This design comes from an exercise in tuning for small area, a short achievable clock period and few clock cycles on the open sky130 flow, not from production work. Function was checked by simulation only, so behaviour that the tests miss may differ from the original. Power is estimated from default activity; no workload was simulated.

--- flow/run.sh ---
#!/bin/bash
# synth_recipe.tcl (not shown) runs the flow's synth.tcl, then flattens the netlist and writes it again
# the make line also repeats each setting of config.mk as NAME=value (left out here)
make -C /OpenROAD-flow-scripts/flow DESIGN_CONFIG=/design/flow/config.mk WORK_HOME=/design/flow/orfs CLKGATE_MAP_FILE= SYNTH_SCRIPT=/design/flow/synth_recipe.tcl finish
--- flow/config.mk ---
export PLATFORM = sky130hd
export DESIGN_NAME = raster_core_multirow
export DESIGN_NICKNAME = raster_core_multirow
export VERILOG_FILES = /design/flow/design.v
export SDC_FILE = /design/flow/constraint.sdc
export NUM_CORES = 4
export LEC_CHECK = 0
export CAP_MARGIN = 20
export CORE_MARGIN = 2
export CORE_UTILIZATION = 40
export SLEW_MARGIN = 20
--- flow/constraint.sdc ---
create_clock -name core_clock -period 8.0 [get_ports {clk}]
set_input_delay 1.6000 -clock core_clock [delete_from_list [all_inputs] [get_ports {clk}]]
set_output_delay 1.6000 -clock core_clock [all_outputs]
set_load 0.01 [all_outputs]
--- flow/design.v ---
module raster_core_multirow #(
   parameter int unsigned CORE_ID      = 3,
   parameter int unsigned NUM_ROWS     = 2,
   parameter int unsigned X_MAX        = 400,
   parameter int unsigned BRAM_LATENCY = 2,
   parameter logic [31:0] LAMBDA_ONE   = 32'h0001_0000,
   parameter int unsigned ADDR_W       = 10
) (
   input  logic              clk,
   input  logic              reset,
   input  logic              s_valid,
   input  logic [31:0]       s_data,
   output logic              s_ready,
   output logic              m_valid,
   input  logic              m_ready,
   output logic [15:0]       m_data,
   output logic              m_last,
   output logic              rch_en,
   output logic [ADDR_W-1:0] rch_addr,
   input  logic [31:0]       rch_data,
   output logic              wch_en,
   output logic [ADDR_W-1:0] wch_addr,
   output logic [31:0]       wch_data
);
   localparam int unsigned NPIX     = NUM_ROWS * X_MAX;
   localparam int unsigned ROW_BASE = CORE_ID * NUM_ROWS;
   localparam int unsigned JSH      = 5;             
   localparam int unsigned NW       = 32 + JSH + 1;  
   typedef enum logic [1:0] {
      M_RX,
      M_PREP,
      M_RAST,
      M_DRAIN
   } mstate_t;
   typedef enum logic [1:0] {
      E_IDLE,
      E_CLEAR,
      E_WB
   } estate_t;
   mstate_t           ms_q;
   estate_t           es_q;
   logic [3:0]        wcnt_q;
   logic [1:0]        pc_q;
   logic              f6_q, f7_q, row_q, wbq_q;
   logic [11:0]       id_q;
   logic [31:0]       l0_q, l1_q, dx0_q, dx1_q, r0_q, r1_q;
   logic [15:0]       z_q, dz_q, rz_q;
   logic [8:0]        x_q;
   logic [ADDR_W-1:0] ra_q, need_q;
   logic              v2_q, v3_q;
   logic [15:0]       zp1_q, zp2_q, zp3_q;
   logic [ADDR_W-1:0] a2_q, a3_q;
   logic              s_ready_d;
   logic              m_valid_q, m_last_q;
   logic [15:0]       m_data_q;
   logic              rch_en_q, wch_en_q;
   logic [ADDR_W-1:0] rch_addr_q, wch_addr_q;
   logic [27:0]       wch_data_q;
   assign m_valid  = m_valid_q;
   assign m_data   = m_data_q;
   assign m_last   = m_last_q;
   assign rch_en   = rch_en_q;
   assign rch_addr = rch_addr_q;
   assign wch_en   = wch_en_q;
   assign wch_addr = wch_addr_q;
   assign wch_data = {4'b0, wch_data_q};
   logic              in_prep, p_first, p_second, p_third;
   logic [31:0]       op0, op1, sum0, sum1;
   logic [15:0]       opz, sumz;
   logic [31:0]       jop0, jop1;
   logic [15:0]       jopz, jsumz;
   logic [NW-1:0]     n0, n1;
   logic              fit0, fit1;
   logic [32:0]       lsum;
   logic [NW+1:0]     nsum;
   logic              cov, skip, x_end;
   logic [ADDR_W-1:0] pix_addr;
   logic              eng_free;
   always_comb begin
      in_prep  = ms_q == M_PREP;
      p_first  = in_prep && pc_q == 2'd0;
      p_second = in_prep && pc_q == 2'd1;
      p_third  = in_prep && pc_q == 2'd2;
      op0 = p_second ? {r0_q[30:0], 1'b0} : (p_third ? r0_q : dx0_q);
      op1 = p_second ? {r1_q[30:0], 1'b0} : (p_third ? r1_q : dx1_q);
      opz = p_second ? {rz_q[14:0], 1'b0} : (p_third ? rz_q : dz_q);
      sum0 = l0_q + op0;
      sum1 = l1_q + op1;
      sumz = z_q + opz;
      jop0  = p_first ? {r0_q[29:0], 2'b0} : {dx0_q[31-JSH:0], JSH'(0)};
      jop1  = p_first ? {r1_q[29:0], 2'b0} : {dx1_q[31-JSH:0], JSH'(0)};
      jopz  = p_first ? {rz_q[13:0], 2'b0} : {dz_q[15-JSH:0], JSH'(0)};
      jsumz = z_q + jopz;
      n0 = {{(JSH+1){l0_q[31]}}, l0_q} +
           (p_first ? {{(NW-32){1'b0}}, jop0} : {dx0_q[31], dx0_q, JSH'(0)});
      n1 = {{(JSH+1){l1_q[31]}}, l1_q} +
           (p_first ? {{(NW-32){1'b0}}, jop1} : {dx1_q[31], dx1_q, JSH'(0)});
      fit0 = n0[NW-1:31] == '0 || n0[NW-1:31] == '1;
      fit1 = n1[NW-1:31] == '0 || n1[NW-1:31] == '1;
      lsum = {1'b0, l0_q} + {1'b0, l1_q};
      cov  = !l0_q[31] && !l1_q[31] && (lsum <= {1'b0, LAMBDA_ONE});
      nsum = {{2{l0_q[31]}}, {(JSH+1){l0_q[31]}}, l0_q} +
             {{2{l1_q[31]}}, {(JSH+1){l1_q[31]}}, l1_q} +
             {{2{dx0_q[31]}}, dx0_q[31], dx0_q, JSH'(0)} +
             {{2{dx1_q[31]}}, dx1_q[31], dx1_q, JSH'(0)};
      skip = (l0_q[31] && fit0 && n0[NW-1]) ||
             (l1_q[31] && fit1 && n1[NW-1]) ||
             (!l0_q[31] && !l1_q[31] && fit0 && fit1 && !n0[NW-1] && !n1[NW-1] &&
              (lsum > {1'b0, LAMBDA_ONE}) &&
              ($signed(nsum) > $signed({{(NW+2-32){1'b0}}, LAMBDA_ONE})));
      x_end    = x_q >= 9'(X_MAX);
      pix_addr = row_q ? ADDR_W'(x_q) + ADDR_W'(X_MAX) : ADDR_W'(x_q);
      eng_free = es_q == E_IDLE && !wbq_q;
      s_ready_d = ms_q == M_RX && !(wcnt_q == 4'd0 && wbq_q);
   end
   assign s_ready = s_ready_d;
   logic unused_d;
   assign unused_d = ^{rch_data[31:28], s_data[19:13], n0[30:0], n1[30:0]};
   always_ff @(posedge clk) begin
      if (reset) begin
         ms_q       <= M_RX;
         es_q       <= E_CLEAR;
         wcnt_q     <= '0;
         pc_q       <= '0;
         f6_q       <= 1'b0;
         f7_q       <= 1'b0;
         row_q      <= 1'b0;
         wbq_q      <= 1'b0;
         id_q       <= '0;
         l0_q       <= '0;
         l1_q       <= '0;
         dx0_q      <= '0;
         dx1_q      <= '0;
         r0_q       <= '0;
         r1_q       <= '0;
         z_q        <= '0;
         dz_q       <= '0;
         rz_q       <= '0;
         x_q        <= '0;
         ra_q       <= '0;
         need_q     <= '0;
         v2_q       <= 1'b0;
         v3_q       <= 1'b0;
         zp1_q      <= '0;
         zp2_q      <= '0;
         zp3_q      <= '0;
         a2_q       <= '0;
         a3_q       <= '0;
         m_valid_q  <= 1'b0;
         m_last_q   <= 1'b0;
         m_data_q   <= '0;
         rch_en_q   <= 1'b0;
         rch_addr_q <= '0;
         wch_en_q   <= 1'b0;
         wch_addr_q <= '0;
         wch_data_q <= '0;
      end else begin
         rch_en_q <= 1'b0;
         wch_en_q <= 1'b0;
         v2_q     <= rch_en_q;
         v3_q     <= v2_q;
         zp2_q    <= zp1_q;
         zp3_q    <= zp2_q;
         a2_q     <= rch_addr_q;
         a3_q     <= a2_q;
         case (ms_q)
            M_RX: begin
               if (s_valid && s_ready_d) begin
                  case (wcnt_q)
                     4'd0: begin
                        id_q <= s_data[31:20];
                        f6_q <= s_data[5:0] <= 6'(ROW_BASE) &&
                                s_data[11:6] >= 6'(ROW_BASE);
                        f7_q <= s_data[5:0] <= 6'(ROW_BASE + 1) &&
                                s_data[11:6] >= 6'(ROW_BASE + 1);
                        if (s_data[12]) begin
                           if (es_q == E_IDLE) begin
                              es_q   <= E_WB;
                              ra_q   <= '0;
                              need_q <= '0;
                           end else begin
                              wbq_q <= 1'b1;
                           end
                           f6_q <= 1'b0;
                           f7_q <= 1'b0;
                        end
                     end
                     4'd1:    l0_q  <= s_data;
                     4'd2:    l1_q  <= s_data;
                     4'd3:    dx0_q <= s_data;
                     4'd4:    r0_q  <= s_data;
                     4'd5:    dx1_q <= s_data;
                     4'd6:    r1_q  <= s_data;
                     4'd7:    z_q   <= s_data[15:0];
                     4'd8:    dz_q  <= s_data[15:0];
                     default: rz_q  <= s_data[15:0];
                  endcase
                  if (wcnt_q == 4'd9) begin
                     wcnt_q <= '0;
                     if (f6_q || f7_q) begin
                        pc_q <= '0;
                        ms_q <= M_PREP;
                     end
                  end else begin
                     wcnt_q <= wcnt_q + 4'd1;
                  end
               end
            end
            M_PREP: begin
               if (p_first) begin
                  l0_q <= n0[31:0];
                  l1_q <= n1[31:0];
                  z_q  <= jsumz;
                  pc_q <= 2'd1;
               end else if (p_second) begin
                  l0_q <= sum0;
                  l1_q <= sum1;
                  z_q  <= sumz;
                  pc_q <= 2'd2;
               end else if (p_third) begin
                  r0_q <= sum0;
                  r1_q <= sum1;
                  rz_q <= sumz;
                  pc_q <= 2'd3;
               end else if (eng_free) begin
                  row_q <= 1'b0;
                  x_q   <= f6_q ? 9'd0 : 9'(X_MAX);
                  ms_q  <= M_RAST;
               end
            end
            M_RAST: begin
               if (x_end) begin
                  if (!row_q && f7_q) begin
                     row_q <= 1'b1;
                     x_q   <= '0;
                     l0_q  <= r0_q;
                     l1_q  <= r1_q;
                     z_q   <= rz_q;
                  end else begin
                     ms_q <= M_DRAIN;
                  end
               end else if (skip) begin
                  x_q  <= x_q + 9'(1 << JSH);
                  l0_q <= n0[31:0];
                  l1_q <= n1[31:0];
                  z_q  <= jsumz;
               end else begin
                  x_q  <= x_q + 9'd1;
                  l0_q <= sum0;
                  l1_q <= sum1;
                  z_q  <= sumz;
                  if (cov) begin
                     rch_en_q   <= 1'b1;
                     rch_addr_q <= pix_addr;
                     zp1_q      <= z_q;
                  end
               end
            end
            default: begin    
               if (!rch_en_q && !v2_q)
                  ms_q <= M_RX;
            end
         endcase
         if (v3_q && es_q != E_WB) begin
            wch_en_q   <= zp3_q > rch_data[15:0];
            wch_addr_q <= a3_q;
            wch_data_q <= {id_q, zp3_q};
         end
         if (m_valid_q && m_ready)
            m_valid_q <= 1'b0;
         case (es_q)
            E_CLEAR: begin
               wch_en_q   <= 1'b1;
               wch_addr_q <= ra_q;
               wch_data_q <= '0;
               if (ra_q == ADDR_W'(NPIX - 1)) begin
                  ra_q <= '0;
                  if (wbq_q) begin
                     wbq_q  <= 1'b0;
                     need_q <= '0;
                     es_q   <= E_WB;
                  end else begin
                     es_q <= E_IDLE;
                  end
               end else begin
                  ra_q <= ra_q + ADDR_W'(1);
               end
            end
            E_WB: begin
               if (v3_q && m_valid_q && !m_ready) begin
                  v2_q       <= 1'b0;
                  v3_q       <= 1'b0;
                  rch_en_q   <= 1'b1;
                  rch_addr_q <= need_q;
                  ra_q       <= need_q + ADDR_W'(1);
               end else begin
                  if (v3_q) begin
                     m_valid_q  <= 1'b1;
                     m_data_q   <= {4'(ROW_BASE + ((need_q >= ADDR_W'(X_MAX)) ? 1 : 0)),
                                    rch_data[27:16]};
                     m_last_q   <= need_q == ADDR_W'(NPIX - 1);
                     wch_en_q   <= 1'b1;
                     wch_addr_q <= need_q;
                     wch_data_q <= '0;
                     need_q     <= need_q + ADDR_W'(1);
                     if (need_q == ADDR_W'(NPIX - 1)) begin
                        ra_q <= '0;
                        if (wbq_q) begin
                           wbq_q  <= 1'b0;
                           need_q <= '0;
                        end else begin
                           es_q <= E_IDLE;
                        end
                     end
                  end
                  if (ra_q < ADDR_W'(NPIX)) begin
                     rch_en_q   <= 1'b1;
                     rch_addr_q <= ra_q;
                     ra_q       <= ra_q + ADDR_W'(1);
                  end
               end
            end
            default: ;
         endcase
      end
   end
endmodule
==> flow_summary_export.csv <==
group,metric,value,unit
route,drc,0,
timing,timing_hold_violations_final,0,
critical_path,worst-endpoint-arrival,7.85,ns
power_and_ir_drop,combPwrFrac,25.1,%
worst_hold_path,hp-class,"reg -> reg",
power_and_ir_drop,power.net_switching,0.00213,W
route,vias_per_cell,5.98,
finish,share_of_final_layout_standard_cells_stronger_than_drive_strength_1,4.84,%
placement,io_buffers,131,
yosys,post_synth_xor_area_fraction,4.55,%
cts,cts_hold_buffers,0,
cts,post-cts-setup-buffers,0,
route,antenna_violating_nets_post_route,0,
yosys,synth_edf_count,0,
power_and_ir_drop,p_leak,17.0,nW
floorplan,floorplan.die.height,310,um
global_routing,globalRoute.totalOverflow,0,
floorplan,die_area,96300,um2
power_and_ir_drop,finalPower,0.00638,W
power_and_ir_drop,p_int,0.00424,W
yosys,synthesis.yosys.warnings,1,
yosys,netlist-cell-type-count,93,
timing,worst_slew_pin_slew,1.14,ns
timing,hold_ws,0.428,ns
placement,gpl.final_weighted_congestion,1.00,
cts,cts_buffers,48,
yosys,postSynthCellCount,5129,
yosys,basic_gate_share_of_the_synthesized_area_counting_and_or_nand_and_nor_cells,20.7,%
critical_path,timing.critical_path.max_delay_family,"compound AO/OA/AOI/OAI gates",
placement,place.detailed.hpwl,104000,um
route,drt_first_pass_iters,9,
timing,fin_setup_tns,0,ns
cts,clock_sink_count,431,
route,vias,38100,
job,max_cap_violations,0,
global_routing,grt_start_max_net_pins,150,
route,wl,141000,um
critical_path,crit_path_top_delay_cell,"sky130_fd_sc_hd__nor3_2",
yosys,synthesis.area_per_instance,7.32,um2
finish,area_growth,11.3,%
floorplan,pin_count,141,
yosys,synth.mux.area_fraction,5.56,%
power_and_ir_drop,seq_power_share,35.7,%
critical_path,critical_path_depth,20,
global_routing,grt_pass1_vias,35000,
global_routing,grt_first_pass_wirelength,211000,um
critical_path,cp-start-kind,"register",
floorplan,fp.dieW,310,um
floorplan,floorplan.core_area,93200,um2
cts,clk_pin_slew_worst_paths,0.06,ns
critical_path,critPathMaxFanout,7,
power_and_ir_drop,power_switching_share,33.5,%
timing,final_min_period_over_clock_period,91.9,%
yosys,synth_sequential_area_ratio,23.0,%
critical_path,worst-r2r-cell-count,20,
timing,clock_skew,0.0222,ns
yosys,synth_seq_cells,431,
finish,nFillCells,9387,
global_routing,track_usage,28.3,%
cts,cts_resized,0,
power_and_ir_drop,power.density,153,nW/um2
yosys,fraction_of_registers_with_async_set_reset,0,%
route,average_wire_length_per_cell_after_detail_routing,22.1,um
cts,clk_root_buffer_cell,"sky130_fd_sc_hd__clkbuf_16",
power_and_ir_drop,clkPwrFrac,39.3,%
yosys,synth_fa_ha_area_share,12.9,%
power_and_ir_drop,peakVddDrop,0.160,mV
cts,h-tree-depth,2,
timing,timing.fmax,0.136,GHz
cts,cts.path.max_buffers,3,
timing,timing.max_slew.rel_slack,24.1,%
critical_path,critical_path_required,8.49,ns
finish,final_nets,5494,
cts,tritoncts,"done",
outcome,status,"no timing/DRC/antenna violations",
critical_path,critical-path-max-stage-delay,0.83,ns
floorplan,number_of_rows_created_at_floorplan,112,
yosys,synth_compound_gate_area_share,26.9,%
critical_path,timing.critical_path.buf_inv,3,
yosys,synthesis.area,37500,um2
global_routing,number_of_antenna_violations_at_the_first_check_in_global_routing,1,
yosys,dominant_combinational_cell_family_by_area_after_synthesis,"compound AO/OA/AOI/OAI gates",
timing,timing.final.crit_period,7.35,ns
critical_path,timing.critical_path.cells,"inv_1 -> fa_1 -> fa_1 -> inv_1 -> ha_1 -> nand3_1 -> o211ai_1 -> o211ai_1 -> a21boi_0 -> o31a_1 -> a31o_2 -> a211oi_1 -> or4_1 -> or2_0 -> o2111a_2 -> buf_4 -> nor3_2 -> nand2b_1 -> a221oi_1 -> o41ai_1",
route,first_iter_violations,3974,
critical_path,worstSetupPathType,"reg -> reg",
yosys,ys.flop_type,"sky130_fd_sc_hd__dfxtp_1",
critical_path,cp_endpoint_kind,"register",
timing,setup_viol,0,
floorplan,effective_utilization_at_floorplan,40.3,%
timing,rsz0062_at_grt,"false",
timing,finalMaxSlewViolations,0,
worst_hold_path,min_delay_path_depth,1,
cts,clk_latency,0.64,ns
## through the flow
stage                     util, %  instances  setup slack, ns  instance area (um2)
after floorplan                 -       5133             1.88                37600
final                        44.9       6375            0.647                41800
after detailed placement     43.0       6289            0.729                40100
after global routing         44.8       6374            0.372                41800
after CTS                    44.8       6374            0.746                41800
after global placement       43.0       6289            0.756                40100
## worst reg2reg max path: cells and delay by family, from the launching register on
family	cells	cell delay, ns
and+or+nand+nor	5	2.32
adders and majority gates	3	1.42
DFF	1	0.49
buffers and inverters	3	0.41
AOI/OAI and AO/OA	9	2.58
## worst paths after layout
| path | from | end | slack, ns |
|---|---|---|---|
| setup / recovery | l0_q[6] | l1_q[1] | 0.65 |
| hold / removal | zp2_q[5] | zp3_q[5] | 0.43 |
| setup reg to reg | l0_q[6] | l1_q[1] | 0.65 |
| hold reg to reg | zp2_q[5] | zp3_q[5] | 0.43 |
## flip-flops by register name (all words and copies together) (netlist names), 12 cells and up
| name | count |
|---|---|
| dx0_q | 32 |
| dx1_q | 32 |
| dz_q | 16 |
| id_q | 12 |
| l0_q | 32 |
| l1_q | 32 |
| m_data_q | 14 |
| r0_q | 32 |
| r1_q | 32 |
| rz_q | 16 |
| wch_data_q | 28 |
| z_q | 16 |
| zp1_q | 16 |
| zp2_q | 16 |
| zp3_q | 16 |
## cell type report
cell class	count	area [um2]	share of cell area, %
Tap cell	1254	1570	3.75
Antenna cell	1	2.50	0.00599
Multi-Input combinational cell	4069	26600	63.6
Clock inverter	24	392	0.937
Inverter	307	1150	2.76
Timing Repair Buffer	228	2120	5.07
Sequential cell	431	8630	20.6
Clock buffer	61	1330	3.19
## cell families after synthesis
family,Yosys count
DFF,431
muxes,205
and+or+nand+nor,1744
AOI/OAI and AO/OA,1579
other,1
buffers and inverters,633
adders and majority gates,341
xor gates and xnor gates,195
## synth_stat cells, drive strengths merged, types with 31 or more instances
| cell type | instances | share of area [%] |
|---|---|---|
| nand2 | 791 | 7.9 |
| a21oi | 458 | 6.1 |
| dfxtp | 431 | 23 |
| nor2 | 424 | 4.3 |
| o21ai | 379 | 5.1 |
| inv | 305 | 3.0 |
| clkbuf | 276 | 2.8 |
| ha | 265 | 8.8 |
| mux2i | 181 | 4.8 |
| xnor2 | 133 | 3.1 |
| nor2b | 113 | 1.9 |
| a21o | 109 | 2.2 |
| nor3 | 92 | 1.2 |
| nand3 | 88 | 1.2 |
| a211oi | 83 | 1.7 |
| fa | 76 | 4.1 |
| xor2 | 62 | 1.4 |
| a311oi | 56 | 1.3 |
| o22ai | 56 | 0.93 |
| buf | 50 | 0.68 |
| nand2b | 44 | 0.73 |
| o211ai | 44 | 0.88 |
| o21a | 43 | 0.86 |
| a22oi | 38 | 0.76 |
| and3 | 37 | 0.62 |
| o21bai | 35 | 0.70 |
| nand4 | 33 | 0.55 |
| a31oi | 32 | 0.53 |
| a211o | 31 | 0.72 |
## power groups by stage
stage	Clock, W	Sequential [W]	Combinational [W]
detailed placement	0	0.00232	0.00156
finish	0.00250	0.00227	0.00160
global placement	0	0.00232	0.00155
floorplan	0	0.00229	0.00106
global route	0.00261	0.00228	0.00171
CTS	0.00253	0.00227	0.00157
## cell usage in the layout (no fill, tap or decap), types with 31 or more instances in the layout
master	netlist	final
sky130_fd_sc_hd__o21bai_1	35	35
sky130_fd_sc_hd__a22oi_1	38	38
sky130_fd_sc_hd__o211ai_1	44	44
sky130_fd_sc_hd__buf_4	12	91
sky130_fd_sc_hd__nor2_1	423	418
sky130_fd_sc_hd__nor2b_1	113	112
sky130_fd_sc_hd__ha_1	265	262
sky130_fd_sc_hd__inv_1	305	305
sky130_fd_sc_hd__nand2_1	791	791
sky130_fd_sc_hd__xnor2_1	133	133
sky130_fd_sc_hd__a311oi_1	56	56
sky130_fd_sc_hd__a21o_1	109	109
sky130_fd_sc_hd__nand4_1	33	33
sky130_fd_sc_hd__mux2i_1	181	181
sky130_fd_sc_hd__a21oi_1	458	454
sky130_fd_sc_hd__and3_1	37	37
sky130_fd_sc_hd__clkdlybuf4s50_1	0	130
sky130_fd_sc_hd__nand2b_1	44	44
sky130_fd_sc_hd__nand3_1	88	88
sky130_fd_sc_hd__o21a_1	43	43
sky130_fd_sc_hd__o21ai_0	376	376
sky130_fd_sc_hd__nor3_1	91	89
sky130_fd_sc_hd__dfxtp_1	431	431
sky130_fd_sc_hd__a31oi_1	32	32
sky130_fd_sc_hd__clkbuf_16	0	49
sky130_fd_sc_hd__a211oi_1	83	83
sky130_fd_sc_hd__o22ai_1	56	56
sky130_fd_sc_hd__fa_1	76	76
sky130_fd_sc_hd__xor2_1	62	62
sky130_fd_sc_hd__a211o_1	31	31
## layer usage
layer | vias up | track usage, % | share of wire (%) | wire (um)
met5 | - | 0 | 0 | 0
met4 | 0 | 10.5 | 3.8 | 5390
met3 | 262 | 4.07 | 9.1 | 12800
met2 | 1749 | 44.4 | 44 | 61500
met1 | 18000 | 39.1 | 43 | 60900
li1 | 18100 | - | - | -
Testbench counts, summed over its fixed seeds: cycles 86,172.

-- port drivers added, routing unchanged --
Ports are ideal in the flow. The routed layout listed here was re-timed in OpenROAD.
Step 1: set_driving_cell puts a clkbuf_16 on clk and a buf_2 on each other input, an assumption about the parent block.
Step 2, shift: input delay + t, output delay - t, t = (earliest + latest rising clock arrival at the registers) / 2. This alone moves slack from input paths to output paths.
a / b / c = ideal ports / drivers / drivers and shift; a / b = the first two.
t (ns): 0.690
setup WS [ns]: 0.647 / 0.647 / 0.647
latest minus earliest clock arrival (ns): 0.022 / 0.023
worst register clock-pin slew, ns: 0.07 / 0.07
pins driven straight from the clock port: 1
After both steps setup and hold are still met in this run. The setup slack of this run moves by 0.000 ns with the drivers and by 0.000 ns with both steps.
